This design comes from an exercise in tuning for small area, a short achievable clock period and few clock cycles per item on the open sky130 flow, not from production work. Only simulation tests tie the RTL to the original design; equivalence was not proved. No activity file was given, so power comes from the tool's default toggle rates.

$ cat flow/config.mk
export PLATFORM = sky130hd
export DESIGN_NAME = parametric_crc64_engine
export DESIGN_NICKNAME = parametric_crc64_engine
export VERILOG_FILES = /design/flow/design.v
export SDC_FILE = /design/flow/constraint.sdc
export NUM_CORES = 4
export LEC_CHECK = 0
export CAP_MARGIN = 20
export CORE_MARGIN = 2
export CORE_UTILIZATION = 60
export SETUP_SLACK_MARGIN = 2.9
export SLEW_MARGIN = 20
$ cat flow/constraint.sdc
create_clock -name core_clock -period 6.0 [get_ports {clk}]
set_input_delay 1.2000 -clock core_clock [delete_from_list [all_inputs] [get_ports {clk}]]
set_output_delay 1.2000 -clock core_clock [all_outputs]
set_load 0.01 [all_outputs]
$ cat flow/design.v
`timescale 1ns / 1ps
package pcrc64_pkg;
  localparam int CrcWidth    = 64;
  localparam int ByteWidth   = 8;
  localparam int CountWidth  = 32;
  localparam int CfgIdxWidth = 3;
  localparam logic [CrcWidth-1:0]   PolyReset   = 64'h42F0_E1EB_A9EA_3693;
  localparam logic [CrcWidth-1:0]   InitReset   = '0;
  localparam logic [CrcWidth-1:0]   XorOutReset = '0;
  function automatic logic [ByteWidth-1:0] flip8(input logic [ByteWidth-1:0] b);
    logic [ByteWidth-1:0] r;
    for (int i = 0; i < ByteWidth; i = i + 1) begin
      r[i] = b[ByteWidth-1-i];
    end
    flip8 = r;
  endfunction
  function automatic logic [CrcWidth-1:0] flip64(input logic [CrcWidth-1:0] v);
    logic [CrcWidth-1:0] r;
    for (int i = 0; i < CrcWidth; i = i + 1) begin
      r[i] = v[CrcWidth-1-i];
    end
    flip64 = r;
  endfunction
  function automatic logic [ByteWidth-1:1] qvec(input logic [CrcWidth-1:0] poly);
    logic [ByteWidth-1:0] q;
    q    = '0;
    q[0] = 1'b1;
    for (int j = 1; j < ByteWidth; j = j + 1) begin
      for (int i = 1; i <= j; i = i + 1) begin
        q[j] = q[j] ^ (poly[CrcWidth-i] & q[j-i]);
      end
    end
    qvec = q[ByteWidth-1:1];
  endfunction
  function automatic logic [ByteWidth-1:0] qapply(input logic [ByteWidth-1:1] q,
                                                  input logic [ByteWidth-1:0] u);
    logic [ByteWidth-1:0] f;
    for (int i = 0; i < ByteWidth; i = i + 1) begin
      f[i] = u[i];
      for (int k = 0; k < i; k = k + 1) begin
        f[i] = f[i] ^ (q[i-k] & u[k]);
      end
    end
    qapply = f;
  endfunction
  function automatic logic [ByteWidth-1:0] byte_share(input logic [ByteWidth-1:1] q,
                                                      input logic [ByteWidth-1:0] b);
    byte_share = qapply(q, flip8(b));
  endfunction
  function automatic logic [CrcWidth-1:0] crc_step8(input logic [CrcWidth-1:0]  crc,
                                                     input logic [ByteWidth-1:0] v,
                                                     input logic [CrcWidth-1:0]  poly,
                                                     input logic [ByteWidth-1:1] q);
    logic [ByteWidth-1:0] f;
    logic [CrcWidth-1:0]  r;
    f = qapply(q, flip8(crc[CrcWidth-1 -: ByteWidth])) ^ v;
    r = {crc[CrcWidth-ByteWidth-1:0], {ByteWidth{1'b0}}};
    for (int k = 0; k < ByteWidth; k = k + 1) begin
      r = r ^ ({CrcWidth{f[k]}} & (poly << (ByteWidth-1-k)));
    end
    crc_step8 = r;
  endfunction
endpackage
`timescale 1ns / 1ps
module pcrc64_front (
  input  logic                             clk,
  input  logic                             rst,
  input  logic                             s_axis_tvalid,
  output logic                             s_axis_tready,
  input  logic [pcrc64_pkg::ByteWidth-1:0] s_axis_tdata,
  input  logic                             s_axis_tuser,
  input  logic                             reflect_in,
  input  logic [pcrc64_pkg::ByteWidth-1:1] poly_q,
  output logic                             q_valid,
  input  logic                             q_ready,
  output logic                             q_kind,
  output logic [pcrc64_pkg::ByteWidth-1:0] q_data
);
  logic push;
  assign s_axis_tready = !q_valid || q_ready;
  assign push          = s_axis_tvalid && s_axis_tready;
  always_ff @(posedge clk) begin
    if (rst) begin
      q_valid <= 1'b0;
    end else if (push) begin
      q_valid <= 1'b1;
    end else if (q_ready) begin
      q_valid <= 1'b0;
    end
  end
  always_ff @(posedge clk) begin
    if (push) begin
      q_kind <= s_axis_tuser;
      q_data <= pcrc64_pkg::byte_share(poly_q, reflect_in ? pcrc64_pkg::flip8(s_axis_tdata)
                                                          : s_axis_tdata);
    end
  end
endmodule
`timescale 1ns / 1ps
module pcrc64_back (
  input  logic                                clk,
  input  logic                                rst,
  input  logic [pcrc64_pkg::CrcWidth-1:0]     polynomial,
  input  logic [pcrc64_pkg::ByteWidth-1:1]    poly_q,
  input  logic [pcrc64_pkg::CrcWidth-1:0]     initial_value,
  input  logic [pcrc64_pkg::CrcWidth-1:0]     xor_out,
  input  logic                                reflect_out,
  input  logic                                reflect_out_n,   
  input  logic                                q_valid,
  output logic                                q_ready,
  input  logic                                q_kind,
  input  logic [pcrc64_pkg::ByteWidth-1:0]    q_data,
  output logic                                m_axis_tvalid,
  input  logic                                m_axis_tready,
  output logic [pcrc64_pkg::CrcWidth+pcrc64_pkg::CountWidth-1:0] m_axis_tdata
);
  logic [pcrc64_pkg::CrcWidth-1:0]   crc_register;
  logic [pcrc64_pkg::CountWidth-1:0] bytes_absorbed;
  logic                              take;
  assign q_ready = !m_axis_tvalid || m_axis_tready;
  assign take    = q_valid && q_ready;
  always_ff @(posedge clk) begin
    if (rst) begin
      crc_register   <= pcrc64_pkg::InitReset;
      bytes_absorbed <= '0;
      m_axis_tvalid  <= 1'b0;
    end else begin
      if (take) begin
        m_axis_tvalid <= 1'b1;
        if (q_kind) begin
          crc_register   <= initial_value;
          bytes_absorbed <= '0;
        end else begin
          crc_register   <= pcrc64_pkg::crc_step8(crc_register, q_data, polynomial, poly_q);
          if (!(&bytes_absorbed)) begin
            bytes_absorbed <= bytes_absorbed + 32'd1;
          end
        end
      end else if (m_axis_tready) begin
        m_axis_tvalid <= 1'b0;
      end
    end
  end
  logic [pcrc64_pkg::CrcWidth-1:0] crc_flipped;
  assign crc_flipped = pcrc64_pkg::flip64(crc_register);
  assign m_axis_tdata = {bytes_absorbed,
                         (reflect_out_n ? crc_register[63:32] : crc_flipped[63:32]) ^ xor_out[63:32],
                         (reflect_out   ? crc_flipped[31:0]   : crc_register[31:0])  ^ xor_out[31:0]};
endmodule
`timescale 1ns / 1ps
module parametric_crc64_engine (
  input  logic                                clk,
  input  logic                                rst,
  input  logic                                s_axis_tvalid,
  output logic                                s_axis_tready,
  input  logic [pcrc64_pkg::ByteWidth-1:0]    s_axis_tdata,   
  input  logic                                s_axis_tuser,   
  output logic                                m_axis_tvalid,
  input  logic                                m_axis_tready,
  output logic [pcrc64_pkg::CrcWidth+pcrc64_pkg::CountWidth-1:0] m_axis_tdata,
  input  logic                                cfg_valid,
  output logic                                cfg_ready,
  input  logic [pcrc64_pkg::CfgIdxWidth-1:0]  cfg_index,
  input  logic [pcrc64_pkg::CrcWidth-1:0]     cfg_data
);
  logic [pcrc64_pkg::CrcWidth-1:0]  polynomial;
  logic [pcrc64_pkg::CrcWidth-1:0]  initial_value;
  logic [pcrc64_pkg::CrcWidth-1:0]  xor_out;
  logic [pcrc64_pkg::ByteWidth-1:1] poly_q;
  logic                             reflect_in;
  logic                             reflect_out;
  logic                             reflect_out_n;
  logic                             q_valid;
  logic                             q_ready;
  logic                             q_kind;
  logic [pcrc64_pkg::ByteWidth-1:0] q_data;
  assign cfg_ready = 1'b1;
  logic [4:0] wr_load;
  logic [4:0] wr_keep;
  always_comb begin
    for (int k = 0; k < 5; k = k + 1) begin
      wr_load[k] = !rst && cfg_valid && (cfg_index == 3'(k));
      wr_keep[k] = !rst && !(cfg_valid && (cfg_index == 3'(k)));
    end
  end
  always_ff @(posedge clk) begin
    polynomial    <= ({64{wr_load[0]}} & cfg_data) | ({64{wr_keep[0]}} & polynomial)
                   | ({64{rst}} & pcrc64_pkg::PolyReset);
    initial_value <= ({64{wr_load[1]}} & cfg_data) | ({64{wr_keep[1]}} & initial_value);
    xor_out       <= ({64{wr_load[2]}} & cfg_data) | ({64{wr_keep[2]}} & xor_out);
    reflect_in    <= (wr_load[3] & cfg_data[0]) | (wr_keep[3] & reflect_in);
    reflect_out   <= (wr_load[4] & cfg_data[0]) | (wr_keep[4] & reflect_out);
    reflect_out_n <= (wr_load[4] & ~cfg_data[0]) | (wr_keep[4] & reflect_out_n) | rst;
  end
  always_ff @(posedge clk) begin
    if (rst) begin
      poly_q <= pcrc64_pkg::qvec(pcrc64_pkg::PolyReset);
    end else if (cfg_valid && cfg_index == 3'd0) begin
      poly_q <= pcrc64_pkg::qvec(cfg_data);
    end
  end
  pcrc64_front u_front (
    .clk           (clk),
    .rst           (rst),
    .s_axis_tvalid (s_axis_tvalid),
    .s_axis_tready (s_axis_tready),
    .s_axis_tdata  (s_axis_tdata),
    .s_axis_tuser  (s_axis_tuser),
    .reflect_in    (reflect_in),
    .poly_q        (poly_q),
    .q_valid       (q_valid),
    .q_ready       (q_ready),
    .q_kind        (q_kind),
    .q_data        (q_data)
  );
  pcrc64_back u_back (
    .clk           (clk),
    .rst           (rst),
    .polynomial    (polynomial),
    .poly_q        (poly_q),
    .initial_value (initial_value),
    .xor_out       (xor_out),
    .reflect_out   (reflect_out),
    .reflect_out_n (reflect_out_n),
    .q_valid       (q_valid),
    .q_ready       (q_ready),
    .q_kind        (q_kind),
    .q_data        (q_data),
    .m_axis_tvalid (m_axis_tvalid),
    .m_axis_tready (m_axis_tready),
    .m_axis_tdata  (m_axis_tdata)
  );
endmodule
$ cat flow/flow/run.sh
#!/bin/bash
# Layout flow: the standard flow (standard.sh) with two changes:
# - the buffers that global placement puts on every input and output port are
#   sky130_fd_sc_hd__buf_2 cells instead of the cell OpenROAD picks by default
#   (clkdlybuf4s50_1, a slow delay buffer twice the area);
# - clock tree synthesis builds the tree from clkbuf_8 cells and inserts no
#   dummy loads (otherwise the standard arguments).
# Synthesis is the standard one, run first and unchanged. Each run's full
# output goes to a log file of its own in this folder; ORFS keeps its
# per-step logs under orfs/logs.
set -euo pipefail
bash standard.sh synth > synth.log 2>&1
export BUFFER_PORTS_ARGS="-buffer_cell sky130_fd_sc_hd__buf_2"
export CTS_ARGS="-sink_clustering_enable -repair_clock_nets -dont_use_dummy_load -buf_list sky130_fd_sc_hd__clkbuf_8"
bash standard.sh > layout.log 2>&1
$ cat flow/standard.sh
#!/bin/bash
# synth_recipe.tcl (not shown) runs the flow's synth.tcl, then flattens the netlist and writes it again
# the make line also repeats each setting of config.mk as NAME=value (left out here)
make -C /OpenROAD-flow-scripts/flow DESIGN_CONFIG=/design/flow/config.mk WORK_HOME=/design/flow/orfs CLKGATE_MAP_FILE= SYNTH_SCRIPT=/design/flow/synth_recipe.tcl "${@:-finish}"
==> results of run 1 <==
final timing paths:
check	cells after the start	endpoint	slack [ps]	start
worst max-delay path	4	m_axis_tdata[43]	2820	reflect_out_n$_DFF_P_
worst min-delay path	2	initial_value[45]$_DFF_P_	450	initial_value[45]$_DFF_P_
worst max register to register	8	u_back.crc_register[49]$_SDFFE_PP0P_	2880	u_back.crc_register[57]$_SDFFE_PP0P_
worst min register to register	2	initial_value[45]$_DFF_P_	450	initial_value[45]$_DFF_P_
synthesized netlist by cell type (7+ instances only):
master / number / area share, %
buf_2: 62 / 1.6
nor2_1: 57 / 1.1
nand4_1: 9 / 0.29
o22a_1: 32 / 1.4
xor2_1: 204 / 9.1
mux2i_1: 67 / 3.4
a21oi_1: 141 / 3.6
o21ai_0: 14 / 0.36
buf_1: 18 / 0.34
nand3_1: 16 / 0.41
dfxtp_1: 300 / 31
and3_1: 65 / 2.1
mux2_2: 7 / 0.40
edfxtp_1: 9 / 1.4
xnor2_1: 429 / 19
o22ai_1: 61 / 1.9
a22o_1: 96 / 4.3
clkbuf_1: 131 / 2.5
nand2_1: 688 / 13
stage by stage:
| stage | worst slack, ps | power [mW] | util (%) |
|---|---|---|---|
| detailed placement | 2287 | 10.98 | 63.07 |
| finish | 2821 | 12.85 | 67.88 |
| floorplan | 2915 | 9.518 | - |
| global placement | 2325 | 10.87 | 63.07 |
| global route | 2797 | 13.65 | 67.88 |
| CTS | 2785 | 12.67 | 66.49 |
state kept, by name, summed over array words and instances, names as in the netlist:
register               flops
initial_value             64
poly_q                     7
polynomial                64
reflect_in                 1
reflect_out                1
reflect_out_n              1
u_back.bytes_absorbed     32
u_back.crc_register       64
u_back.m_axis_tvalid       1
u_front.q_data             8
u_front.q_kind             1
u_front.q_valid            1
xor_out                   64
area by class of cell:
cell class,count,area [um2]
Clock buffer,53,729.5
Multi-Input combinational cell,1941,13060
Fill cell,2805,10400
Sequential cell,309,6286
Inverter,5,18.77
Tap cell,442,553.0
Timing Repair Buffer,211,1326
logic make-up (layout without fill, tap and decap cells):
logic type      count (synthesis)  count (layout)
buf+inv                       224             269
flops                         309             309
xor+xnor                      639             640
mux                            74              74
compound gates                356             356
fa+ha+maj                       4               4
other cells                     1               1
simple gates                  866             866
worst max-delay path, delay by kind of cell, from the launching register on:
kind      cells  cell delay [ps]
buf+inv       2              390
flops         1              490
mux           1              300
xor+xnor      1              180
power by group through the flow:
stage | clock (mW) | combinational (mW) | sequential (mW)
2_1_floorplan | 0 | 7.05 | 2.46
3_3_place_gp | 0 | 8.18 | 2.69
3_5_place_dp | 0 | 8.28 | 2.70
4_1_cts | 1.60 | 8.36 | 2.70
5_1_grt | 1.67 | 9.19 | 2.78
6_report | 1.58 | 8.49 | 2.78
per-layer routing:
layer  vias up  global-route usage (%)  share of wire [%]
met2       744                   55.52                 45
met5         -                       0                  0
met3       131                   5.210                8.4
met4         0                   15.75                3.7
met1      8411                   49.67                 42
li1       8115                       -                  -
timing repair:
item                       in CTS  in global routing
setup buffers                   0                  2
pin swaps                       8                 19
cloned                          5                  3
resized for setup              50                 60
setup endpoints to repair     116                125
hold buffers                    0                  0
==> impl_metrics.json, run 1 <==
{
  "cts_inserted_buffers": 53,
  "peakVddDrop_mv": 0.6657,
  "grt.overflow.total": 0,
  "period_needed_ps": 3179,
  "syn_area_per_cell_um2": 7.945,
  "cts_tree": "yes",
  "cp.arrival_ps": 1980,
  "num_vias": 17400,
  "dieArea_mm2": 0.03421,
  "required_ps": 4800,
  "placedCellCount": 2898,
  "grt_first_pass_wirelength_um": 95080,
  "tightestPinTransition_ps": 1023,
  "drive_above_1_share_pct": 13.93,
  "syn-cell-area_mm2": 0.01965,
  "startpoint_type": "flop",
  "path_cells": "buf_12 -> mux2i_2 -> xnor2_2 -> buf_2",
  "synthXorXnorAreaFrac_pct": 28.92,
  "fin_nets": 2606,
  "fin_skew_ps": 30.11,
  "holdWs_ps": 450.7,
  "wl_um": 62590,
  "die_h_um": 185.0,
  "antenna_found_initial": 0,
  "p_int_mw": 7.062,
  "slowest_stage": "dfxtp_4",
  "synth_top_family_by_area": "XOR/XNOR gates",
  "synth_edf_count": 9,
  "track_usage_pct": 35.85,
  "synth_compound_area_share_pct": 12.05,
  "cts-htree-levels": 2,
  "syn_inst": 2473,
  "hpwl_um": 38920,
  "ant_nets": 0,
  "io_pins": 180,
  "hold_violations": 0,
  "powerDensity_mw_per_mm2": 584.9,
  "p_switching_mw": 5.790,
  "async_flop_share_pct": 0,
  "ctsLongestPathBuffers": 3,
  "rsz0062_at_grt": "true",
  "ys_ff_latch": 309,
  "syn-num-nets": 2558,
  "rows": 66,
  "tns_ps": 0,
  "end_kind": "primary output",
  "fmax_ghz": 0.3145,
  "synthAdderAreaFrac_pct": 0.2547,
  "hp-class": "reg -> reg",
  "switching_share_pct": 45.05,
  "crit_type": "reg -> out",
  "max_stage_delay_ps": 490,
  "layout_commonest_cell": "nand2_1",
  "ys_seq_area_share_pct": 31.94,
  "clk_latency_ps": 640,
  "fin_area_mm2": 0.02197,
  "viasPerCell": 5.877,
  "ys_types": 42,
  "die_x_um": 185.0,
  "fin_cells": 2961,
  "gp_congestion": 0.8785,
  "yosys.area_share.simple_pct": 18.05,
  "core_mm2": 0.03237,
  "leakage_nw": 8.716,
  "path_clk_slew_ps": 50,
  "initial_core_util_pct": 60.69,
  "wl_per_cell_um": 21.14,
  "timing.final.crit_share_pct": 52.99,
  "port_buffers": 178,
  "cp_max_fo": 5,
  "muxShareOfSynthArea_pct": 3.815,
  "drv_cap": 0,
  "comb_power_share_pct": 66.1,
  "synthFlopType": "dfxtp_1",
  "final_cell_mix": "nand2_1, xnor2_1, dfxtp_1, xor2_1, buf_2",
  "status": "no timing/DRC/antenna violations",
  "place_area_mm2": 0.02042,
  "root_buffer": "clkbuf_8",
  "numClockSinks": 309,
  "pwr-share-clk_pct": 12.3,
  "slew_violations": 0,
  "dr.pass1.iters": 8,
  "p_seq_share_pct": 21.6,
  "yosysWarnings": 3,
  "diodes": 0,
  "grt_max_degree": 65,
  "grt_pass1_vias": 16310,
  "relSlewSlack_pct": 31.80,
  "setup_viol": 0,
  "areaGrowthSynthToFinish_pct": 11.83,
  "initialDrtViolationCount": 1692,
  "drcViolationCount": 0
}
Testbench counts, summed over its fixed seeds: cycles 19,264, items 19,200.
==> run 2: changes to the inputs <==
==> flow/flow/run.sh (replaced) <==
#!/bin/bash
# Layout flow: the standard flow (standard.sh) with two changes:
# - the buffers that global placement puts on every input and output port are
#   sky130_fd_sc_hd__buf_1 cells instead of the cell OpenROAD picks by default
#   (clkdlybuf4s50_1, a slow delay buffer twice the area);
# - clock tree synthesis builds the tree from clkbuf_8 cells and inserts no
#   dummy loads (otherwise the standard arguments).
# Synthesis is the standard one, run first and unchanged. Each run's full
# output goes to a log file of its own in this folder; ORFS keeps its
# per-step logs under orfs/logs.
set -euo pipefail
bash standard.sh synth > synth.log 2>&1
export BUFFER_PORTS_ARGS="-buffer_cell sky130_fd_sc_hd__buf_1"
export CTS_ARGS="-sink_clustering_enable -repair_clock_nets -dont_use_dummy_load -buf_list sky130_fd_sc_hd__clkbuf_8"
bash standard.sh > layout.log 2>&1
--- a/flow/config.mk
+++ b/flow/config.mk
@@ -5,8 +5,8 @@
 export SDC_FILE = /design/flow/constraint.sdc
 export NUM_CORES = 4
 export LEC_CHECK = 0
-export CAP_MARGIN = 20
+export CAP_MARGIN = 5
 export CORE_MARGIN = 2
 export CORE_UTILIZATION = 60
 export SETUP_SLACK_MARGIN = 2.9
-export SLEW_MARGIN = 20
+export SLEW_MARGIN = 5
==> run 2 against run 1 <==
  * Die area stayed put
  * Non-clock buffer count fell by 3
  * Still clean
  * Sequential cell count did not move
  * Total power is 0.15% lower
  * Area after synthesis unchanged
  * Via count is 0.35% higher
  * Utilization fell by 1.7 points
  * Largest cell class unchanged
==> impl_metrics.json, run 2 <==
{
  "yosys.area_share.simple_pct": 18.05,
  "yosys-top-cells-area": "dfxtp_1, xnor2_1, nand2_1",
  "rsz0062_at_grt": "true",
  "synthAdderAreaFrac_pct": 0.2547,
  "power_mw": 12.83,
  "synthFlopType": "dfxtp_1",
  "fin_skew_ps": 47.37,
  "antenna_found_initial": 1,
  "fill_cells": 2894,
  "slew_violations": 0,
  "diodes": 0,
  "grt_pass1_vias": 16160,
  "drcViolationCount": 0,
  "path_clk_slew_ps": 60,
  "grt_first_pass_wirelength_um": 92690,
  "ys_seq_area_share_pct": 31.94,
  "drv_cap": 0,
  "required_ps": 4800,
  "rows": 66,
  "port_buffers": 178,
  "synth.most_common_cell": "nand2_1",
  "layout_commonest_cell": "nand2_1",
  "synth_top_family_by_area": "XOR/XNOR gates",
  "gp_congestion": 0.8804,
  "wl_per_cell_um": 21.42,
  "peakVddDrop_mv": 0.6129,
  "cp.arrival_ps": 1900,
  "period_needed_ps": 3097,
  "viasPerCell": 5.897,
  "syn-num-nets": 2558,
  "ys_types": 42,
  "cts-htree-levels": 2,
  "end_kind": "primary output",
  "synth_compound_area_share_pct": 12.05,
  "die_x_um": 185.0,
  "grt_max_degree": 91,
  "relSlewSlack_pct": 24.00,
  "hp-class": "reg -> reg",
  "status": "no timing/DRC/antenna violations",
  "fmax_ghz": 0.3229,
  "hpwl_um": 38550,
  "crit_type": "reg -> out",
  "synth_edf_count": 9,
  "grt.overflow.total": 0,
  "muxShareOfSynthArea_pct": 3.815,
  "die_h_um": 185.0,
  "powerDensity_mw_per_mm2": 599.3,
  "holdBufCountCts": 0,
  "areaGrowthSynthToFinish_pct": 8.979,
  "regToRegSetupSlack_ps": 2980,
  "ant_nets": 0,
  "dr.pass1.iters": 5,
  "cts_tree": "yes",
  "clk_latency_ps": 620,
  "final_cell_mix": "nand2_1, xnor2_1, dfxtp_1, xor2_1, buf_1",
  "wl_um": 63430,
  "yosysWarnings": 3,
  "cp_max_fo": 16,
  "hold_violations": 0,
  "dieArea_mm2": 0.03421,
  "num_vias": 17460,
  "leakage_nw": 8.127,
  "drive_above_1_share_pct": 6.114,
  "ctsLongestPathBuffers": 3,
  "ys_ff_latch": 309,
  "initial_core_util_pct": 60.69,
  "yosysTopAreaCell": "dfxtp_1",
  "setup_viol": 0,
  "synthXorXnorAreaFrac_pct": 28.92,
  "numClockSinks": 309,
  "startpoint_type": "flop",
  "core_mm2": 0.03237,
  "root_buffer": "clkbuf_8",
  "async_flop_share_pct": 0,
  "syn_inst": 2473,
  "io_pins": 180,
  "yosys-top-cells-count": "nand2_1, xnor2_1, dfxtp_1",
  "synth_top_area_share_pct": 30.57,
  "fin_nets": 2606,
  "initialDrtViolationCount": 1949,
  "timing.final.crit_share_pct": 51.62,
  "syn-cell-area_mm2": 0.01965,
  "syn_area_per_cell_um2": 7.945,
  "tns_ps": 0,
  "tightestPinTransition_ps": 1140,
  "cts_inserted_buffers": 53,
  "track_usage_pct": 34.96
}
## run 2: cell families after synthesis
logic type	Yosys count
AND/OR/NAND/NOR	866
multiplexers	74
adder cells (fa/ha/maj)	4
other	1
AO/OA/AOI/OAI	356
XOR/XNOR	639
flip-flops	309
buffers and inverters	224
## run 2: worst max-delay path, stage by stage, from the launching register on
cell	delay, ps
dfxtp_4	430
clkbuf_16	260
mux2i_4	300
xnor2_1	140
buf_1	180
## run 2: final cells by class
class	count	area, um2	area share [%]
Timing Repair Buffer	208	1033	4.827
Clock buffer	53	729.5	3.407
Multi-Input combinational cell	1944	12790	59.73
Tap cell	442	553.0	2.583
Inverter	5	18.77	0.08765
Sequential cell	309	6287	29.36
## run 2: what timing repair did
item	4_1_cts	5_1_grt
endpoints found under the setup margin	109	101
gates resized for setup	27	41
cloned	1	8
setup buffers	0	2
pin swaps	2	2
## run 2: routing by layer
metal	GRT usage, %	wire length (um)	up-vias
met3	6.390	5923	144
met4	14.70	2486	0
li1	-	-	8106
met2	53.41	27990	869
met5	0	0	-
met1	48.49	27020	8343
## run 2: final timing paths
kind	from	to	cells past startpoint
setup reg to reg	u_back.crc_register[62]$_SDFFE_PP0P_	u_back.crc_register[60]$_SDFFE_PP0P_	8
setup / recovery	reflect_out$_DFF_P_	m_axis_tdata[10]	4
hold / removal	initial_value[45]$_DFF_P_	initial_value[45]$_DFF_P_	2
hold reg to reg	initial_value[45]$_DFF_P_	initial_value[45]$_DFF_P_	2
## run 2: per-stage QoR
step	hold slack, ps	cells	cell area [um2]	utilization (%)	setup WS, ps
2_1_floorplan	431.2	2473	19650	-	2915
3_3_place_gp	437.6	2897	20190	62.36	2349
3_5_place_dp	443.5	2897	20190	62.36	2346
4_1_cts	450.9	2951	21060	65.05	2849
5_1_grt	462.9	2961	21410	66.14	2854
6_report	450.5	2961	21410	66.14	2903
## run 2: where the power goes
group          internal, mW  switching [mW]  leakage [nW]  total (mW)
registers              2.27           0.449          2.52        2.72
logic                  3.95            4.60          5.23        8.55
clock network         0.774           0.794         0.381        1.57
total                  6.99            5.84          8.13        12.8
==> run 3: changes to the inputs <==
--- a/flow/config.mk
+++ b/flow/config.mk
@@ -5,8 +5,8 @@
 export SDC_FILE = /design/flow/constraint.sdc
 export NUM_CORES = 4
 export LEC_CHECK = 0
-export CAP_MARGIN = 5
+export CAP_MARGIN = 10
 export CORE_MARGIN = 2
 export CORE_UTILIZATION = 60
-export SETUP_SLACK_MARGIN = 2.9
-export SLEW_MARGIN = 5
+export SETUP_SLACK_MARGIN = 3.05
+export SLEW_MARGIN = 10
==> run 3 against run 2 <==
  * Still clean on timing, DRC and antenna
  * Critical path depth rose by 1
  * Setup slack got worse by 92 ps
  * First-iteration DRC count up 4.2%
  * Sequential cell count stayed put
  * Clock power barely moved
  * Sequential power up 3%
  * Final area increased by 4.8%
  * Total power is 5.1% higher
  * Wire length increased by 3.6%
  * Combinational power rose by 6.2%
  * Final cell count increased by 0.71%
  * Critical endpoint is now m_axis_tdata[51]
  * Largest power group unchanged
==> impl_metrics.json, run 3 <==
{
  "die_h_um": 185.0,
  "synthXorXnorAreaFrac_pct": 28.92,
  "hpwl_um": 39930,
  "dpl_worst_slack_ps": 2481,
  "p_switching_mw": 6.157,
  "core_mm2": 0.03237,
  "slew_violations": 0,
  "syn-cell-area_mm2": 0.01965,
  "required_ps": 4800,
  "grt_first_pass_wirelength_um": 97370,
  "switching_share_pct": 45.65,
  "max_stage_delay_ps": 380,
  "synth_compound_area_share_pct": 12.05,
  "num_vias": 17960,
  "rows": 66,
  "crit_type": "reg -> out",
  "cts_tree": "yes",
  "holdBufCountCts": 0,
  "r2r-start": "u_back.crc_register[59]$_SDFFE_PP0P_",
  "grt_max_degree": 82,
  "ctsLongestPathBuffers": 3,
  "fin_nets": 2627,
  "period_needed_ps": 3190,
  "die_x_um": 185.0,
  "wl_per_cell_um": 22.04,
  "hp-class": "reg -> reg",
  "synth.most_common_cell": "nand2_1",
  "synth_top_family_by_area": "XOR/XNOR gates",
  "drcViolationCount": 0,
  "initialDrtViolationCount": 2031,
  "fin_cells": 2982,
  "dieArea_mm2": 0.03421,
  "diodes": 0,
  "setup_viol": 0,
  "viasPerCell": 6.023,
  "final_cell_mix": "nand2_1, xnor2_1, dfxtp_1, xor2_1, a21oi_1",
  "hold_violations": 0,
  "antenna_found_initial": 1,
  "worstHoldStart": "initial_value[11]$_DFF_P_",
  "placedCellCount": 2900,
  "synth_top_area_share_pct": 30.57,
  "ys_types": 42,
  "timing.final.crit_share_pct": 53.16,
  "yosys-top-cells-count": "nand2_1, xnor2_1, dfxtp_1",
  "multiInputGateArea_mm2": 0.01348,
  "final_util_pct": 69.34,
  "status": "no timing/DRC/antenna violations",
  "grt.overflow.total": 0,
  "muxShareOfSynthArea_pct": 3.815,
  "syn_inst": 2473,
  "p_int_mw": 7.329,
  "worst-path-buf-inv": 3,
  "yosysWarnings": 3,
  "relSlewSlack_pct": 21.05,
  "areaGrowthSynthToFinish_pct": 14.24,
  "clk_latency_ps": 640,
  "path_clk_slew_ps": 60,
  "cp.arrival_ps": 1990,
  "track_usage_pct": 37.06,
  "ant_nets": 0,
  "fin_skew_ps": 32.96,
  "cp_max_fo": 5,
  "cts-htree-levels": 2,
  "startpoint_type": "flop",
  "syn-num-nets": 2558,
  "yosysTopAreaCell": "dfxtp_1",
  "powerDensity_mw_per_mm2": 600.8,
  "dr.pass1.iters": 5,
  "comb_power_share_pct": 67.3,
  "tns_ps": 0,
  "p_seq_share_pct": 20.8,
  "seqCellArea_mm2": 0.006296,
  "rsz0062_at_grt": "true",
  "synth_edf_count": 9,
  "gp_congestion": 0.8744,
  "wl_um": 65740,
  "grt_pass1_vias": 16650,
  "peakVddDrop_mv": 0.5481,
  "slowest_stage": "dfxtp_4",
  "leakage_nw": 8.607,
  "root_buffer": "clkbuf_8",
  "yosys-top-cells-area": "dfxtp_1, xnor2_1, nand2_1",
  "cts_inserted_buffers": 54,
  "ys_ff_latch": 309,
  "path_cells": "buf_6 -> buf_12 -> mux2i_1 -> xnor2_1 -> buf_2",
  "initial_core_util_pct": 60.69,
  "drv_cap": 0,
  "ys_seq_area_share_pct": 31.94,
  "tightestPinTransition_ps": 1179,
  "async_flop_share_pct": 0,
  "synthAdderAreaFrac_pct": 0.2547,
  "syn_area_per_cell_um2": 7.945,
  "yosys.area_share.simple_pct": 18.05,
  "layout_commonest_cell": "nand2_1",
  "numClockSinks": 309,
  "fill_cells": 2763,
  "port_buffers": 178,
  "fin_ws_ps": 2810,
  "cp_top_family": "buffers and inverters",
  "synthFlopType": "dfxtp_1",
  "end_kind": "primary output",
  "drive_above_1_share_pct": 11.38,
  "pwr-share-clk_pct": 11.9,
  "io_pins": 180,
  "crit_start": "reflect_out_n$_DFF_P_",
  "fmax_ghz": 0.3135
}
==> run 3: cell count changes in the layout (fill, tap and decap cells not counted), sizes merged <==
cell    previous run  this run
buf              192       217
xnor3              9        12
clkbuf            69        62
nor2b              6         7
xor2             205       204
==> run 3: per-stage QoR <==
step,hold WS [ps],power [mW],cell area (um2)
6_report,451.9,13.49,22450
5_1_grt,464.6,14.25,22450
4_1_cts,451.0,13.03,21730
3_5_place_dp,443.4,10.97,20220
3_3_place_gp,438.2,10.84,20220
2_1_floorplan,431.2,9.521,19670
==> run 3: timing repair <==
item                       4_1_cts  5_1_grt
buffers inserted                 7        7
setup endpoints to repair      126      137
gates resized for setup        122      119
cloned                          11        3
pin swaps                       23       30
==> run 3: kinds of logic after synthesis <==
kind of cell               after synthesis
AOI/OAI and AO/OA                      356
and+or+nand+nor                        866
buffers and inverters                  224
adders and majority gates                4
DFF                                    309
other                                    1
muxes                                   74
xor gates and xnor gates               639
==> run 3: final cells by class <==
| type | count | area share, % |
|---|---|---|
| Sequential cell | 309 | 28.05 |
| Multi-Input combinational cell | 1947 | 60.04 |
| Inverter | 5 | 0.08362 |
| Tap cell | 442 | 2.464 |
| Clock buffer | 54 | 3.311 |
| Timing Repair Buffer | 225 | 6.054 |
==> run 3: worst reg2reg max path, stage by stage, from the launching register on <==
cell	delay (ps)
dfxtp_1	630
nand2_1	250
xnor2_4	470
xnor3_4	670
nand2_1	140
xor2_1	170
xnor2_1	160
xnor2_1	180
o22ai_1	130
==> run 3: metal layers <==
metal,wire [um],GRT usage (%),up-vias
met1,26770,50.24,8633
li1,-,-,8180
met2,29280,56.85,968
met4,2712,17.02,2
met5,13,0,-
met3,6964,7.393,177
==> run 3: power by group through the flow <==
stage	Combinational (mW)	Sequential [mW]	Clock, mW
detailed placement	8.28	2.69	0
global placement	8.15	2.68	0
floorplan	7.06	2.46	0
CTS	8.71	2.70	1.62
finish	9.08	2.80	1.60
global route	9.74	2.81	1.71
==> run 3: path summary, 6_finish.rpt <==
| path | to | slack (ps) | cells after the start |
|---|---|---|---|
| min reg2reg | initial_value[11]$_DFF_P_ | 450 | 2 |
| max | m_axis_tdata[51] | 2810 | 5 |
| max reg2reg | u_back.crc_register[60]$_SDFFE_PP0P_ | 3050 | 8 |
| min | initial_value[11]$_DFF_P_ | 450 | 2 |
==> run 4: changes to the inputs <==
--- a/flow/config.mk
+++ b/flow/config.mk
@@ -8,5 +8,5 @@
 export CAP_MARGIN = 10
 export CORE_MARGIN = 2
 export CORE_UTILIZATION = 60
-export SETUP_SLACK_MARGIN = 3.05
+export SETUP_SLACK_MARGIN = 2.75
 export SLEW_MARGIN = 10
==> run 4 against run 3 <==
  * Still clean on timing, DRC and antenna
  * Area after synthesis unchanged
  * Register-to-register slack got worse by 230 ps
  * Critical path depth fell by 1
  * Total power is 5.3% lower
  * Combinational power down 6.3%
  * Final cell count is 0.97% lower
  * Sequential power shrank 4%
  * Final area fell by 6.1%
  * Highest routed layer is now met4
==> impl_metrics.json, run 4 <==
{
  "status": "no timing/DRC/antenna violations",
  "async_flop_share_pct": 0,
  "crit_type": "reg -> out",
  "initial_core_util_pct": 60.69,
  "syn_area_per_cell_um2": 7.945,
  "wl_um": 60900,
  "cp.arrival_ps": 2010,
  "multiInputGateArea_mm2": 0.01261,
  "dieArea_mm2": 0.03421,
  "end_kind": "primary output",
  "postCtsSetupRepairBufs": 0,
  "yosysWarnings": 3,
  "hp-class": "reg -> reg",
  "layout_commonest_cell": "nand2_1",
  "synthFlopType": "dfxtp_1",
  "period_needed_ps": 3206,
  "track_usage_pct": 34.91,
  "synth_top_area_share_pct": 30.57,
  "die_h_um": 185.0,
  "ctsLongestPathBuffers": 3,
  "yosys-top-cells-area": "dfxtp_1, xnor2_1, nand2_1",
  "syn-num-nets": 2558,
  "reg2reg_depth": 8,
  "io_pins": 180,
  "fin_nets": 2598,
  "synth_edf_count": 9,
  "areaGrowthSynthToFinish_pct": 7.247,
  "fin_skew_ps": 60.23,
  "grt_max_degree": 91,
  "cp_max_fo": 33,
  "numClockSinks": 309,
  "seqCellArea_mm2": 0.006282,
  "timing.final.crit_share_pct": 53.43,
  "grt_first_pass_wirelength_um": 92600,
  "clk_latency_ps": 640,
  "cts-htree-levels": 2,
  "fin_ws_ps": 2794,
  "die_x_um": 185.0,
  "ys_seq_area_share_pct": 31.94,
  "wl_per_cell_um": 20.62,
  "yosys-top-cells-count": "nand2_1, xnor2_1, dfxtp_1",
  "root_buffer": "clkbuf_8",
  "ant_nets": 0,
  "cts_inserted_buffers": 53,
  "fmax_ghz": 0.3119,
  "holdWs_ps": 450.1,
  "num_vias": 17170,
  "drive_above_1_share_pct": 4.659,
  "rows": 66,
  "required_ps": 4800,
  "core_mm2": 0.03237,
  "diodes": 0,
  "path_cells": "buf_12 -> mux2i_2 -> xnor2_1 -> buf_1",
  "dr.pass1.iters": 7,
  "hold_violations": 0,
  "gp_congestion": 0.9002,
  "fill_cells": 2966,
  "antenna_found_initial": 0,
  "slowest_stage": "mux2i_2",
  "grt_pass1_vias": 16330,
  "dpl_worst_slack_ps": 2388,
  "drcViolationCount": 0,
  "synth.most_common_cell": "nand2_1",
  "startpoint_type": "flop",
  "holdPathStages": 2,
  "power_mw": 12.76,
  "relSlewSlack_pct": 26.70,
  "hpwl_um": 38680,
  "path_clk_slew_ps": 50,
  "grt.overflow.total": 0,
  "viasPerCell": 5.816,
  "yosysTopAreaCell": "dfxtp_1",
  "leakage_nw": 8.002,
  "tns_ps": 0,
  "setup_viol": 0,
  "cts_tree": "yes",
  "peakVddDrop_mv": 0.4070,
  "final_cell_mix": "nand2_1, xnor2_1, dfxtp_1, xor2_1, buf_1",
  "powerDensity_mw_per_mm2": 605.8,
  "max_stage_delay_ps": 420,
  "syn_inst": 2473,
  "syn-cell-area_mm2": 0.01965,
  "ys_ff_latch": 309,
  "ys_types": 42,
  "port_buffers": 178,
  "slew_violations": 0,
  "tightestPinTransition_ps": 1100,
  "initialDrtViolationCount": 1462,
  "drv_cap": 0,
  "rsz0062_at_grt": "true"
}
==> run 4: cell counts after synthesis <==
No cell type changed its count.
==> run 4: through the flow <==
stage / utilization, % / cells / instance area (um2)
floorplan: - / 2473 / 19650
global placement: 62.36 / 2897 / 20190
detailed placement: 62.36 / 2897 / 20190
CTS: 64.72 / 2950 / 20950
global route: 65.09 / 2953 / 21070
finish: 65.09 / 2953 / 21070
==> run 4: layer usage <==
| layer | part of all wire (%) | GRT usage, % | vias to the layer above |
|---|---|---|---|
| met1 | 43 | 47.06 | 8268 |
| met4 | 4.0 | 14.35 | 0 |
| met3 | 8.3 | 7.354 | 148 |
| li1 | - | - | 8097 |
| met2 | 45 | 54.35 | 661 |
| met5 | 0 | 0 | - |
==> run 4: path summary, 6_finish.rpt <==
path / slack [ps] / from / to
max: 2790 / reflect_out$_DFF_P_ / m_axis_tdata[9]
min: 450 / initial_value[11]$_DFF_P_ / initial_value[11]$_DFF_P_
max reg2reg: 2820 / u_back.crc_register[61]$_SDFFE_PP0P_ / u_back.crc_register[44]$_SDFFE_PP0P_
min reg2reg: 450 / initial_value[11]$_DFF_P_ / initial_value[11]$_DFF_P_
==> run 4: logic make-up (layout without fill, tap and decap cells) <==
kind of cell	after synthesis	count (layout)	synth area share, %
mux	74	74	3.815
simple gates	866	866	18.05
xor+xnor	639	642	28.92
buf+inv	224	259	4.942
compound gates	356	356	12.05
other cells	1	1	0.01909
fa+ha+maj	4	4	0.2547
flops	309	309	31.94
==> run 4: what timing repair did <==
item                                    in CTS  in global routing
endpoints found under the setup margin      67                 45
gates cloned                                 0                  3
pin swaps                                    2                  3
resized for setup                            8                 13
hold buffers                                 0                  0
==> run 4: final cells by class <==
cell class                      count  area share (%)
Clock buffer                       53           3.462
Inverter                            5         0.08907
Multi-Input combinational cell   1943           59.87
Sequential cell                   309           29.81
Tap cell                          442           2.625
Timing Repair Buffer              201           4.145
==> run 4: critical path: cells and delay by family, from the launching register on <==
kind	cells	cell delay [ps]
buf+inv	2	440
xor+xnor	1	180
mux	1	420
flops	1	330
==> run 4: power by group <==
part | internal, mW | switching (mW) | total [mW]
Clock | 0.774 | 0.795 | 1.57
Combinational | 3.90 | 4.61 | 8.51
Sequential | 2.27 | 0.418 | 2.69
==> run 5: changes to the inputs <==
--- a/flow/config.mk
+++ b/flow/config.mk
@@ -8,5 +8,6 @@
 export CAP_MARGIN = 10
 export CORE_MARGIN = 2
 export CORE_UTILIZATION = 60
-export SETUP_SLACK_MARGIN = 2.75
+export SETUP_SLACK_MARGIN = 2.9
 export SLEW_MARGIN = 10
+export TNS_END_PERCENT = 100
==> run 5 against run 4 <==
  * Clock-buffer cell count is the same
  * Fmax grew 3.5%
  * Critical path depth is the same
  * Register-to-register slack gained 160 ps
  * Highest routed layer unchanged
  * Via count grew 1.7%
  * Utilization grew 1.1 points
  * Die area is the same
  * Still clean on timing, DRC and antenna
  * Wire length grew 4.1%
  * Worst hold slack is essentially flat
  * Non-clock buffer count grew 7
==> impl_metrics.json, run 5 <==
{
  "status": "no timing/DRC/antenna violations",
  "setup_viol": 0,
  "initial_core_util_pct": 60.69,
  "comb_power_share_pct": 66.6,
  "grt_pass1_vias": 16160,
  "numClockSinks": 309,
  "drive_above_1_share_pct": 6.114,
  "layout_commonest_cell": "nand2_1",
  "async_flop_share_pct": 0,
  "yosys-top-cells-count": "nand2_1, xnor2_1, dfxtp_1",
  "holdPathStages": 2,
  "regToRegSetupSlack_ps": 2980,
  "grt_max_degree": 91,
  "yosysWarnings": 3,
  "hpwl_um": 38550,
  "p_int_mw": 6.994,
  "synth.most_common_cell": "nand2_1",
  "cp.arrival_ps": 1900,
  "syn-num-nets": 2558,
  "cp_max_fo": 16,
  "rsz0062_at_grt": "true",
  "fill_cells": 2894,
  "dr.pass1.iters": 5,
  "die_h_um": 185.0,
  "num_vias": 17460,
  "initialDrtViolationCount": 1949,
  "synth_top_area_share_pct": 30.57,
  "holdBufCountCts": 0,
  "required_ps": 4800,
  "viasPerCell": 5.897,
  "syn_inst": 2473,
  "grt.overflow.total": 0,
  "root_buffer": "clkbuf_8",
  "tns_ps": 0,
  "synth_edf_count": 9,
  "relSlewSlack_pct": 24.00,
  "fmax_ghz": 0.3229,
  "cts_inserted_buffers": 53,
  "core_mm2": 0.03237,
  "ys_seq_area_share_pct": 31.94,
  "placedCellCount": 2897,
  "p_switching_mw": 5.839,
  "ctsLongestPathBuffers": 3,
  "drcViolationCount": 0,
  "startpoint_type": "flop",
  "path_clk_slew_ps": 60,
  "fin_skew_ps": 47.37,
  "yosysTopAreaCell": "dfxtp_1",
  "slew_violations": 0,
  "crit_type": "reg -> out",
  "ys_ff_latch": 309,
  "leakage_nw": 8.127,
  "wl_um": 63430,
  "synthFlopType": "dfxtp_1",
  "ant_nets": 0,
  "reg2reg_depth": 8,
  "drv_cap": 0,
  "power_mw": 12.83,
  "antenna_found_initial": 1,
  "diodes": 0,
  "cts-htree-levels": 2,
  "hold_violations": 0,
  "rows": 66,
  "syn-cell-area_mm2": 0.01965,
  "ys_types": 42,
  "io_pins": 180,
  "die_x_um": 185.0,
  "hp-class": "reg -> reg",
  "pwr-share-clk_pct": 12.2,
  "fin_area_mm2": 0.02141,
  "end_kind": "primary output",
  "gp_congestion": 0.8804,
  "period_needed_ps": 3097,
  "final_cell_mix": "nand2_1, xnor2_1, dfxtp_1, xor2_1, buf_1",
  "areaGrowthSynthToFinish_pct": 8.979,
  "track_usage_pct": 34.96,
  "switching_share_pct": 45.50,
  "timing.final.crit_share_pct": 51.62,
  "grt_first_pass_wirelength_um": 92690,
  "clk_latency_ps": 620,
  "cts_tree": "yes",
  "powerDensity_mw_per_mm2": 599.3,
  "p_seq_share_pct": 21.2,
  "fin_cells": 2961,
  "place_area_mm2": 0.02019,
  "wl_per_cell_um": 21.42,
  "dieArea_mm2": 0.03421,
  "yosys-top-cells-area": "dfxtp_1, xnor2_1, nand2_1",
  "peakVddDrop_mv": 0.6129,
  "port_buffers": 178,
  "syn_area_per_cell_um2": 7.945,
  "fin_nets": 2606,
  "tightestPinTransition_ps": 1140
}
==> run 5: kinds of logic (layout without fill, tap and decap cells) <==
| group | after synthesis | after routing | synth area share, % |
|---|---|---|---|
| AND/OR/NAND/NOR | 866 | 866 | 18.05 |
| adder cells (fa/ha/maj) | 4 | 4 | 0.2547 |
| AO/OA/AOI/OAI | 356 | 356 | 12.05 |
| flip-flops | 309 | 309 | 31.94 |
| multiplexers | 74 | 74 | 3.815 |
| XOR/XNOR | 639 | 643 | 28.92 |
| other | 1 | 1 | 0.01909 |
| buffers and inverters | 224 | 266 | 4.942 |
==> run 5: power by group through the flow <==
| stage | registers, mW | clock network (mW) | logic, mW |
|---|---|---|---|
| 2_1_floorplan | 2.46 | 0 | 7.05 |
| 3_3_place_gp | 2.69 | 0 | 8.15 |
| 4_1_cts | 2.68 | 1.59 | 8.34 |
| 5_1_grt | 2.72 | 1.67 | 9.29 |
| 6_report | 2.72 | 1.57 | 8.55 |
| 3_5_place_dp | 2.70 | 0 | 8.28 |
==> run 5: metrics by stage <==
step / util (%) / hold WS [ps] / worst slack (ps)
2_1_floorplan: - / 431.2 / 2915
3_3_place_gp: 62.36 / 437.6 / 2349
3_5_place_dp: 62.36 / 443.5 / 2346
4_1_cts: 65.05 / 450.9 / 2849
5_1_grt: 66.14 / 462.9 / 2854
6_report: 66.14 / 450.5 / 2903
==> run 5: layout make-up <==
cell class                 instances  area (um2)  area share, %
clock buffer                      53       729.5          3.407
inverter                           5       18.77        0.08765
multi-input combinational       1944       12790          59.73
sequential                       309        6287          29.36
tap                              442       553.0          2.583
timing repair buffer             208        1033          4.827
==> run 5: path summary, 6_finish.rpt <==
check / end / start
worst min-delay path: initial_value[45]$_DFF_P_ / initial_value[45]$_DFF_P_
worst max register to register: u_back.crc_register[60]$_SDFFE_PP0P_ / u_back.crc_register[62]$_SDFFE_PP0P_
worst max-delay path: m_axis_tdata[10] / reflect_out$_DFF_P_
worst min register to register: initial_value[45]$_DFF_P_ / initial_value[45]$_DFF_P_
==> run 5: per-layer routing <==
metal / up-vias / wire, um / track usage (%)
met5: - / 0 / 0
li1: 8106 / - / -
met2: 869 / 27990 / 53.41
met3: 144 / 5923 / 6.390
met4: 0 / 2486 / 14.70
met1: 8343 / 27020 / 48.49
==> run 5: what timing repair did <==
action,CTS,global route
resized for setup,27,41
gates cloned,1,8
endpoints found under the setup margin,109,101
buffers inserted,0,2
pin swaps,2,2
==> run 5: critical path, cell delays in order, from the launching register on <==
cell	delay (ps)
dfxtp_4	430
clkbuf_16	260
mux2i_4	300
xnor2_1	140
buf_1	180
==> run 6: changes to the inputs <==
--- a/flow/config.mk
+++ b/flow/config.mk
@@ -10,4 +10,3 @@
 export CORE_UTILIZATION = 60
 export SETUP_SLACK_MARGIN = 2.9
 export SLEW_MARGIN = 10
-export TNS_END_PERCENT = 100
==> run 6 against run 5 <==
  * Combinational power barely moved
  * Critical path depth did not move
  * Die area did not move
  * Final area did not move
  * Register-to-register slack barely moved
==> impl_metrics.json, run 6 <==
{
  "fin_cells": 2961,
  "areaGrowthSynthToFinish_pct": 8.979,
  "startpoint_type": "flop",
  "synthFlopType": "dfxtp_1",
  "diodes": 0,
  "viasPerCell": 5.897,
  "drive_above_1_share_pct": 6.114,
  "grt_pass1_vias": 16160,
  "core_mm2": 0.03237,
  "crit_type": "reg -> out",
  "r2r_end": "u_back.crc_register[60]$_SDFFE_PP0P_",
  "slowest_stage": "dfxtp_4",
  "power_mw": 12.83,
  "hpwl_um": 38550,
  "rows": 66,
  "synth_edf_count": 9,
  "dieArea_mm2": 0.03421,
  "antenna_found_initial": 1,
  "fill_cells": 2894,
  "hold_violations": 0,
  "seqCellArea_mm2": 0.006287,
  "holdPathStages": 2,
  "rsz0062_at_grt": "true",
  "root_buffer": "clkbuf_8",
  "max_stage_delay_ps": 430,
  "cp_top_family": "buffers and inverters",
  "synth.most_common_cell": "nand2_1",
  "dr.pass1.iters": 5,
  "wl_per_cell_um": 21.42,
  "initial_core_util_pct": 60.69,
  "die_x_um": 185.0,
  "yosysWarnings": 3,
  "yosys-top-cells-area": "dfxtp_1, xnor2_1, nand2_1",
  "layout_commonest_cell": "nand2_1",
  "port_buffers": 178,
  "r2r-start": "u_back.crc_register[62]$_SDFFE_PP0P_",
  "die_h_um": 185.0,
  "status": "no timing/DRC/antenna violations",
  "ys_ff_latch": 309,
  "grt.overflow.total": 0,
  "syn_area_per_cell_um2": 7.945,
  "slew_violations": 0,
  "cts-htree-levels": 2,
  "path_clk_slew_ps": 60,
  "ctsLongestPathBuffers": 3,
  "worstHoldStart": "initial_value[45]$_DFF_P_",
  "yosysTopAreaCell": "dfxtp_1",
  "path_cells": "clkbuf_16 -> mux2i_4 -> xnor2_1 -> buf_1",
  "yosys-top-cells-count": "nand2_1, xnor2_1, dfxtp_1",
  "async_flop_share_pct": 0,
  "timing.final.crit_share_pct": 51.62,
  "num_vias": 17460,
  "io_pins": 180,
  "synth_top_area_share_pct": 30.57,
  "fin_nets": 2606,
  "cts_inserted_buffers": 53,
  "gp_congestion": 0.8804,
  "peakVddDrop_mv": 0.6129,
  "ys_seq_area_share_pct": 31.94,
  "tns_ps": 0,
  "drcViolationCount": 0,
  "drv_cap": 0,
  "hp-class": "reg -> reg",
  "multiInputGateArea_mm2": 0.01279,
  "track_usage_pct": 34.96,
  "fmax_ghz": 0.3229,
  "crit_path_end": "m_axis_tdata[10]",
  "required_ps": 4800,
  "worst-path-buf-inv": 2,
  "dpl_worst_slack_ps": 2346,
  "path_depth": 4,
  "placedCellCount": 2897,
  "end_kind": "primary output",
  "ant_nets": 0,
  "syn-cell-area_mm2": 0.01965,
  "setup_viol": 0,
  "wl_um": 63430,
  "crit_start": "reflect_out$_DFF_P_",
  "cp_max_fo": 16,
  "syn-num-nets": 2558,
  "numClockSinks": 309,
  "powerDensity_mw_per_mm2": 599.3,
  "leakage_nw": 8.127,
  "clk_latency_ps": 620,
  "holdBufCountCts": 0,
  "fin_ws_ps": 2903,
  "period_needed_ps": 3097,
  "cp.arrival_ps": 1900,
  "relSlewSlack_pct": 24.00,
  "fin_skew_ps": 47.37,
  "grt_max_degree": 91,
  "initialDrtViolationCount": 1949,
  "syn_inst": 2473,
  "final_cell_mix": "nand2_1, xnor2_1, dfxtp_1, xor2_1, buf_1",
  "tightestPinTransition_ps": 1140,
  "ys_types": 42,
  "reg2reg_depth": 8,
  "regToRegSetupSlack_ps": 2980,
  "cts_tree": "yes",
  "grt_first_pass_wirelength_um": 92690
}
[run 6: logic make-up after synthesis]
family                   share of synthesized area, %
adder cells (fa/ha/maj)                        0.2547
XOR/XNOR                                        28.92
buffers and inverters                           4.942
AO/OA/AOI/OAI                                   12.05
multiplexers                                    3.815
flip-flops                                      31.94
AND/OR/NAND/NOR                                 18.05
other                                         0.01909
[run 6: cell type report]
| class | instances | share of cell area (%) |
|---|---|---|
| multi-input combinational | 1944 | 59.73 |
| sequential | 309 | 29.36 |
| timing repair buffer | 208 | 4.827 |
| clock buffer | 53 | 3.407 |
| tap | 442 | 2.583 |
| inverter | 5 | 0.08765 |
[run 6: worst register-to-register path, stage by stage (launching register included)]
cell and delay, ps:
dfxtp_1 610, nand2_1 240, xnor2_4 390, xnor3_4 760, nand2_1 180, xor2_1 200, xnor2_1 170, xnor2_1 180
o22ai_1 130
[run 6: worst min path at each step]
stage,endpoint,slack (ps)
after global routing,initial_value[46]$_DFF_P_,460
final,initial_value[45]$_DFF_P_,450
after floorplan,initial_value[1]$_DFF_P_,430
after CTS,initial_value[60]$_DFF_P_,450
after global placement,initial_value[42]$_DFF_P_,440
after detailed placement,initial_value[60]$_DFF_P_,440
[run 6: what timing repair did]
item	CTS	global route
endpoints found under the setup margin	109	101
endpoints found under the hold margin	0	0
pin swaps	2	2
setup buffers	0	2
resized for setup	27	41
gates cloned	1	8
[run 6: layer usage]
| metal | share of wire (%) | track usage (%) | wire, um | vias up |
|---|---|---|---|---|
| met3 | 9.3 | 6.390 | 5923 | 144 |
| met4 | 3.9 | 14.70 | 2486 | 0 |
| met5 | 0 | 0 | 0 | - |
| met1 | 43 | 48.49 | 27020 | 8343 |
| li1 | - | - | - | 8106 |
| met2 | 44 | 53.41 | 27990 | 869 |
[run 6: through the flow]
stage	utilization (%)	area, um2	hold slack (ps)
after floorplan	-	19650	431.2
after CTS	65.05	21060	450.9
after detailed placement	62.36	20190	443.5
final	66.14	21410	450.5
after global placement	62.36	20190	437.6
after global routing	66.14	21410	462.9
[run 6: where the power goes]
group / total [mW] / internal, mW / switching (mW)
registers: 2.72 / 2.27 / 0.449
logic: 8.55 / 3.95 / 4.60
clock network: 1.57 / 0.774 / 0.794
==> run 7: changes to the inputs <==
==> flow/flow/run.sh (replaced) <==
#!/bin/bash
# Layout flow: the standard flow (standard.sh) with two changes:
# - the buffers that global placement puts on every input and output port are
#   sky130_fd_sc_hd__buf_1 cells instead of the cell OpenROAD picks by default
#   (clkdlybuf4s50_1, a slow delay buffer twice the area);
# - clock tree synthesis builds the tree from clkbuf_4 and clkbuf_8 cells and inserts no
#   dummy loads (otherwise the standard arguments).
# Synthesis is the standard one, run first and unchanged. Each run's full
# output goes to a log file of its own in this folder; ORFS keeps its
# per-step logs under orfs/logs.
set -euo pipefail
bash standard.sh synth > synth.log 2>&1
export BUFFER_PORTS_ARGS="-buffer_cell sky130_fd_sc_hd__buf_1"
export CTS_ARGS="-sink_clustering_enable -repair_clock_nets -dont_use_dummy_load -buf_list {sky130_fd_sc_hd__clkbuf_4 sky130_fd_sc_hd__clkbuf_8}"
bash standard.sh > layout.log 2>&1
==> run 7 against run 6 <==
  * Clock power hardly changed
  * Clock skew unchanged
  * Final area unchanged
  * Die area stayed put
  * Utilization stayed put
  * Synthesized cell count unchanged
  * Via count unchanged
  * Sequential share of layout area unchanged
  * Largest cell class unchanged
==> impl_metrics.json, run 7 <==
{
  "ys_ff_latch": 309,
  "ctsLongestPathBuffers": 3,
  "startpoint_type": "flop",
  "gp_congestion": 0.8804,
  "holdPathStages": 2,
  "die_x_um": 185.0,
  "leakage_nw": 8.127,
  "r2r_end": "u_back.crc_register[60]$_SDFFE_PP0P_",
  "io_pins": 180,
  "tns_ps": 0,
  "final_cell_mix": "nand2_1, xnor2_1, dfxtp_1, xor2_1, buf_1",
  "syn_area_per_cell_um2": 7.945,
  "relSlewSlack_pct": 24.00,
  "hp-class": "reg -> reg",
  "timing.final.crit_share_pct": 51.62,
  "period_needed_ps": 3097,
  "dr.pass1.iters": 5,
  "cp_max_fo": 16,
  "max_stage_delay_ps": 430,
  "slew_violations": 0,
  "drcViolationCount": 0,
  "numClockSinks": 309,
  "ys_types": 42,
  "core_mm2": 0.03237,
  "r2r-start": "u_back.crc_register[62]$_SDFFE_PP0P_",
  "cp.arrival_ps": 1900,
  "dieArea_mm2": 0.03421,
  "grt_first_pass_wirelength_um": 92690,
  "whs_endpoint": "initial_value[45]$_DFF_P_",
  "track_usage_pct": 34.96,
  "cts-htree-levels": 2,
  "worstHoldStart": "initial_value[45]$_DFF_P_",
  "ant_nets": 0,
  "powerDensity_mw_per_mm2": 599.3,
  "fin_skew_ps": 47.37,
  "viasPerCell": 5.897,
  "yosysTopAreaCell": "dfxtp_1",
  "yosys-top-cells-count": "nand2_1, xnor2_1, dfxtp_1",
  "hold_violations": 0,
  "synth.most_common_cell": "nand2_1",
  "path_clk_slew_ps": 60,
  "cp_top_family": "buffers and inverters",
  "end_kind": "primary output",
  "grt_max_degree": 91,
  "worst-path-buf-inv": 2,
  "syn-cell-area_mm2": 0.01965,
  "syn-num-nets": 2558,
  "layout_commonest_cell": "nand2_1",
  "wl_um": 63430,
  "yosysWarnings": 3,
  "synthFlopType": "dfxtp_1",
  "synth_top_area_share_pct": 30.57,
  "peakVddDrop_mv": 0.6129,
  "path_cells": "clkbuf_16 -> mux2i_4 -> xnor2_1 -> buf_1",
  "setup_viol": 0,
  "rsz0062_at_grt": "true",
  "yosys-top-cells-area": "dfxtp_1, xnor2_1, nand2_1",
  "slowest_stage": "dfxtp_4",
  "async_flop_share_pct": 0,
  "tightestPinTransition_ps": 1140,
  "antenna_found_initial": 1,
  "grt.overflow.total": 0,
  "regToRegSetupSlack_ps": 2980,
  "holdWs_ps": 450.5,
  "port_buffers": 178,
  "diodes": 0,
  "root_buffer": "clkbuf_8",
  "num_vias": 17460,
  "required_ps": 4800,
  "die_h_um": 185.0,
  "drv_cap": 0,
  "synth_edf_count": 9,
  "status": "no timing/DRC/antenna violations",
  "reg2reg_depth": 8,
  "initialDrtViolationCount": 1949,
  "fmax_ghz": 0.3229,
  "crit_type": "reg -> out",
  "syn_inst": 2473,
  "cts_inserted_buffers": 53,
  "fill_cells": 2894,
  "cts_tree": "yes",
  "grt_pass1_vias": 16160,
  "initial_core_util_pct": 60.69,
  "drive_above_1_share_pct": 6.114,
  "hpwl_um": 38550,
  "rows": 66,
  "clk_latency_ps": 620,
  "wl_per_cell_um": 21.42,
  "areaGrowthSynthToFinish_pct": 8.979,
  "fin_nets": 2606,
  "ys_seq_area_share_pct": 31.94
}
[run 7: worst max-delay path by stage]
| stage | cells past startpoint | end | start | slack (ps) |
|---|---|---|---|---|
| 3_5_place_dp | 13 | poly_q[7]$_SDFFE_PP1P_ | cfg_data[62] | 2350 |
| 5_1_grt | 8 | u_back.crc_register[60]$_SDFFE_PP0P_ | poly_q[3]$_SDFFE_PP0P_ | 2850 |
| 2_1_floorplan | 14 | poly_q[7]$_SDFFE_PP1P_ | cfg_data[62] | 2910 |
| 3_3_place_gp | 13 | poly_q[7]$_SDFFE_PP1P_ | cfg_data[62] | 2350 |
| 6_report | 4 | m_axis_tdata[10] | reflect_out$_DFF_P_ | 2900 |
| 4_1_cts | 4 | m_axis_tdata[41] | reflect_out_n$_DFF_P_ | 2850 |
[run 7: tightest hold or removal path, stage by stage, from the launching register on]
cell and delay (ps):
dfxtp_1 300, nand2_1 50, a21oi_1 50
[run 7: metrics by stage]
stage | power, mW | cells | util [%] | instance area [um2] | setup slack, ps
finish | 12.83 | 2961 | 66.14 | 21410 | 2903
global route | 13.69 | 2961 | 66.14 | 21410 | 2854
CTS | 12.61 | 2951 | 65.05 | 21060 | 2849
detailed placement | 10.97 | 2897 | 62.36 | 20190 | 2346
global placement | 10.84 | 2897 | 62.36 | 20190 | 2349
floorplan | 9.518 | 2473 | - | 19650 | 2915
[run 7: layout make-up]
type	count	area [um2]	share of cell area, %
clock buffers	53	729.5	3.407
inverters	5	18.77	0.08765
multi-input cells	1944	12790	59.73
flip-flops and latches	309	6287	29.36
well taps	442	553.0	2.583
repair buffers	208	1033	4.827
[run 7: per-layer routing]
metal	routed length [um]	vias up	track usage [%]
li1	-	8106	-
met1	27020	8343	48.49
met2	27990	869	53.41
met3	5923	144	6.390
met4	2486	0	14.70
met5	0	-	0
[run 7: cells by family after synthesis]
family | after synthesis | synth area share (%)
xor gates and xnor gates | 639 | 28.92
AOI/OAI and AO/OA | 356 | 12.05
DFF | 309 | 31.94
and+or+nand+nor | 866 | 18.05
buffers and inverters | 224 | 4.942
other | 1 | 0.01909
muxes | 74 | 3.815
adders and majority gates | 4 | 0.2547
[run 7: what timing repair did]
item / 4_1_cts / 5_1_grt
pin swaps: 2 / 2
gates cloned: 1 / 8
buffers inserted: 0 / 2
hold buffers: 0 / 0
gates resized for setup: 27 / 41
setup endpoints to repair: 109 / 101
[run 7: report_power, final]
part | switching (mW) | internal [mW]
combinational | 4.60 | 3.95
clock | 0.794 | 0.774
sequential | 0.449 | 2.27
total | 5.84 | 6.99

==> afterwards: timing with drivers on the ports <==
The results above use ideal ports. As a check the final layouts listed here were re-extracted and re-timed, cells and wires unchanged. Step 1 assumes that a clkbuf_16 drives the clock port and a buf_2 every other input. Step 2 also shifts input and output timing later by t, the mid clock arrival at the registers, as if the neighbouring blocks saw the same clock. a / b / c = no drivers / after step 1 / after step 2; a / b = the first two.
run	shift t [ns]	setup slack, ns	latest minus earliest clock arrival (ns)
run 1	0.681	2.821 / 2.768 / 2.475	0.030 / 0.030
run 2	0.648	2.903 / 2.849 / 2.557	0.055 / 0.054
run 3	0.679	2.810 / 2.758 / 2.473	0.038 / 0.039
run 4	0.659	2.794 / 2.746 / 2.330	0.067 / 0.066
run 5	0.648	2.903 / 2.849 / 2.557	0.055 / 0.054
run 6	0.648	2.903 / 2.849 / 2.557	0.055 / 0.054
run 7	0.648	2.903 / 2.849 / 2.557	0.055 / 0.054
After both steps every run listed still meets setup and hold. The setup slack of run 4, which loses most, moves by -0.048 ns with the drivers and by -0.464 ns with both steps.
